What follows belongs to an exercise in optimizing a design on an open flow for small area, a short achievable clock period and few clock cycles per item; a production flow would make more cautious choices. In this exercise RTL edits were held to simulation tests only and were not proved equivalent to the original.

== garnet ==
// gamepad_velocity_command_mapper_top
module gamepad_velocity_command_mapper_top (
    input  logic                               clk,
    input  logic                               rst_n,
    input  logic                               cfg_wr_en,
    input  logic [gvcm_pkg::DZ_W-1:0]          cfg_wr_data,
    input  logic                               s_tvalid,
    output logic                               s_tready,
    input  logic [gvcm_pkg::IN_DATA_W-1:0]     s_tdata,
    input  logic                               s_tuser,
    output logic                               m_tvalid,
    input  logic                               m_tready,
    output logic [gvcm_pkg::OUT_DATA_W-1:0]    m_tdata,
    output logic                               m_tuser
);
Settings: LEC_CHECK=0, CAP_MARGIN=20, CORE_MARGIN=2, CORE_UTILIZATION=68, SLEW_MARGIN=20; clock period 14.0 ns.
standard.sh (not shown) runs the stock make flow with config.mk's settings and CLKGATE_MAP_FILE= SYNTH_SCRIPT=/design/flow/synth_recipe.tcl, a recipe that flattens the netlist after the stock synthesis.
==> flow/flow/run.sh <==
#!/bin/bash
# The standard layout (the standard.sh, with its standard synthesis), with the timing repair
# asked to over-fix setup: SETUP_SLACK_MARGIN makes repair_timing aim for slack of that many ns
# at the design's own clock period and constraints, which are left as they are.
set -euo pipefail
export SETUP_SLACK_MARGIN=9.5
bash standard.sh > standard.log 2>&1
Testbench counts of garnet, summed over its fixed seeds: cycles 3,110, items 2,400.
For raven, these inputs were changed with respect to garnet:
diff --git a/flow/design.v b/flow/design.v
--- a/flow/design.v
+++ b/flow/design.v
@@ -341,31 +341,31 @@
         c0_rot = b_sb[SB-2];
         c0_d   = !b_ang[13];
         sgn_xy = b_ny ^ !c0_d;
         sgn_yx = b_nx ^ c0_d;
         c0_xx  = {b_x[16], b_x} ^ {18{b_nx}};
         c0_yy  = {b_y[16], b_y} ^ {18{b_ny}};
         c0_xy  = c0_rot ? ({b_y[16], b_y} ^ {18{sgn_xy}}) : 18'd0;
         c0_yx  = c0_rot ? ({b_x[16], b_x} ^ {18{sgn_yx}}) : 18'd0;
         a0     = {b_ang[13], b_ang, 8'b0};
         a1     = c0_d ? a0 - $signed(gvcm_pkg::atan_step(0)) : a0 + $signed(gvcm_pkg::atan_step(0));
     end
     gvcm_csa_tree #(.N(3), .W(18)) u_c0x (
-        .rows({c0_xx, c0_xy, {17'd0, c0_rot & sgn_xy}}),
+        .rows({c0_xx, c0_xy, 18'({1'b0, c0_rot & sgn_xy} + {1'b0, b_nx})}),
         .s(c0_xs), .c(c0_xc));
     gvcm_csa_tree #(.N(3), .W(18)) u_c0y (
-        .rows({c0_yy, c0_yx, {17'd0, c0_rot & sgn_yx}}),
+        .rows({c0_yy, c0_yx, 18'({1'b0, c0_rot & sgn_yx} + {1'b0, b_ny})}),
         .s(c0_ys), .c(c0_yc));
-    gvcm_add #(.W(18)) u_c0xa (.a(c0_xs), .b(c0_xc), .cin(b_nx), .s(x1), .cout());
-    gvcm_add #(.W(18)) u_c0ya (.a(c0_ys), .b(c0_yc), .cin(b_ny), .s(y1), .cout());
+    gvcm_add #(.W(18)) u_c0xa (.a(c0_xs), .b(c0_xc), .cin(1'b0), .s(x1), .cout());
+    gvcm_add #(.W(18)) u_c0ya (.a(c0_ys), .b(c0_yc), .cin(1'b0), .s(y1), .cout());
     logic                 c1_v;
     logic signed [17:0]   c1_x, c1_y;
     logic [21:0]          c1_a;
     logic [SB-1:0]        c1_sb;
     always_ff @(posedge clk or negedge rst_n)
     begin
         if (!rst_n)
             c1_v <= 1'b0;
         else if (en_q)
             c1_v <= b_v;
     end
     always_ff @(posedge clk)
@@ -430,25 +430,25 @@
                 end
             end
             assign cx[gi+1] = rx_q;
             assign cy[gi+1] = ry_q;
             assign ca[gi+1] = AW'(ra_q);
             assign cs[gi+1] = rs_q;
             assign cv[gi+1] = rv_q;
         end
     endgenerate
     localparam logic [59:0] GAIN_K = 60'h0adb576ac12404a0;
     logic                 g1_v;
     logic [XW-1:0]        g1_xs, g1_xc, g1_ys, g1_yc;
-    logic [29:0]          g1_xk, g1_yk;
+    logic [15:0]          g1_xk, g1_yk;
     logic [SB-1:0]        g1_sb;
     logic [13*60-1:0]     gx_rows, gy_rows;
     logic [59:0]          gx_s, gx_c, gy_s, gy_c;
     function automatic logic [13*60-1:0] gain_rows(input logic [XW-1:0] v);
         logic [XW-1:0]     u, n;
         logic [13*60-1:0]  r;
         begin
             u = v ^ (XW'(1) << (XW - 1));
             n = ~u;
             r[0*60 +: 60] = 60'(u) << 1;
             r[1*60 +: 60] = 60'(u) << 3;
             r[2*60 +: 60] = 60'(n) << 5;
@@ -460,44 +460,52 @@
             r[8*60 +: 60] = 60'(n) << 21;
             r[9*60 +: 60] = 60'(n) << 24;
             r[10*60 +: 60] = 60'(u) << 27;
             r[11*60 +: 60] = 60'(u) << 29;
             r[12*60 +: 60] = GAIN_K;
             gain_rows = r;
         end
     endfunction
     assign gx_rows = gain_rows(cx[NS]);
     assign gy_rows = gain_rows(cy[NS]);
     gvcm_csa_tree #(.N(13), .W(60)) u_gx (.rows(gx_rows), .s(gx_s), .c(gx_c));
     gvcm_csa_tree #(.N(13), .W(60)) u_gy (.rows(gy_rows), .s(gy_s), .c(gy_c));
-    function automatic logic [29:0] block_gp(input logic [29:0] a, input logic [29:0] b);
+    function automatic logic [15:0] block_gp(input logic [29:0] a, input logic [29:0] b);
         logic [29:0] g, p;
-        logic [14:0] bg, bp;
+        logic [7:0]  bg, bp;
         begin
             g = a & b;
             p = a ^ b;
-            for (int j = 0; j < 15; j++)
+            for (int j = 0; j < 8; j++)
             begin
-                bg[j] = g[2*j+1] | (p[2*j+1] & g[2*j]);
-                bp[j] = p[2*j+1] & p[2*j];
+                bg[j] = 1'b0;
+                bp[j] = 1'b1;
+                for (int k = 0; k < 4; k++)
+                begin
+                    if (4*j + k < 30)
+                    begin
+                        bg[j] = g[4*j+k] | (p[4*j+k] & bg[j]);
+                        bp[j] = bp[j] & p[4*j+k];
+                    end
+                end
             end
             block_gp = {bp, bg};
         end
     endfunction
-    function automatic logic block_carry(input logic [29:0] gp);
+    function automatic logic block_carry(input logic [15:0] gp);
         logic c;
         begin
             c = 1'b0;
-            for (int j = 0; j < 15; j++)
-                c = gp[j] | (gp[15+j] & c);
+            for (int j = 0; j < 8; j++)
+                c = gp[j] | (gp[8+j] & c);
             block_carry = c;
         end
     endfunction
     always_ff @(posedge clk or negedge rst_n)
     begin
         if (!rst_n)
             g1_v <= 1'b0;
         else if (en_q)
             g1_v <= cv[NS];
     end
     always_ff @(posedge clk)
     begin
## What came out
- ~same area share of xor/xnor cells in the synthesized design in raven and garnet
- Diff garnet -> raven | number of cell instances on the worst register-to-register path | decrease of about 8%
- garnet → raven: routed wire length decreased about 2%; compound-gate portion of the synthesized area moved up; met1 wire length dropped about 7%.
- Design area | raven below garnet
- When raven is set beside garnet, its number of buffers and inverters on the critical path turns out to be 1 larger.
- raven vs garnet: clock input transition at the sequential cells of the worst setup and hold paths down
- raven vs garnet: layout overhead on the synthesized area down in raven
- The die span in y in raven was lower than what garnet gave.
- For raven, the category of the most critical setup path was reg2out, unlike garnet, where it was reg2reg.
- The area enclosed by the die boundary of raven falls short of that of garnet by 0.68%.
- [raven] biggest cell delay along the critical path rose 80 ps relative to garnet
Testbench counts of raven, summed over its fixed seeds: cycles 3,110, items 2,400.

static timing again, ports no longer ideal:
In the flow no input, the clock included, has a driving cell. The finished layouts below were timed again as built, in two steps. Step 1, drivers: a clkbuf_16 drives clk and a buf_2 each remaining input, both assumed. Step 2 moves the port delays by t, midway between the first and last clock arrival at a register: inputs arrive t later, outputs are due t later. That takes back most of the time a late clock gives input paths. Three values: ideal ports, drivers, drivers and shift; two values: the first two.
run	shift t [ns]	slack for setup (ns)	worst setup path at the end	worst register clock-pin slew, ns	pins driven straight from the clock port
garnet	1.006	8.848 / 8.848 / 8.585	input to register	0.10 / 0.10	1
raven	1.020	9.462 / 9.360 / 8.598	input to register	0.08 / 0.08	1
After both steps setup and hold are still met in every run listed. For raven, which loses most, drivers alone change the setup slack by -0.102 ns; drivers and shift together by -0.864 ns.
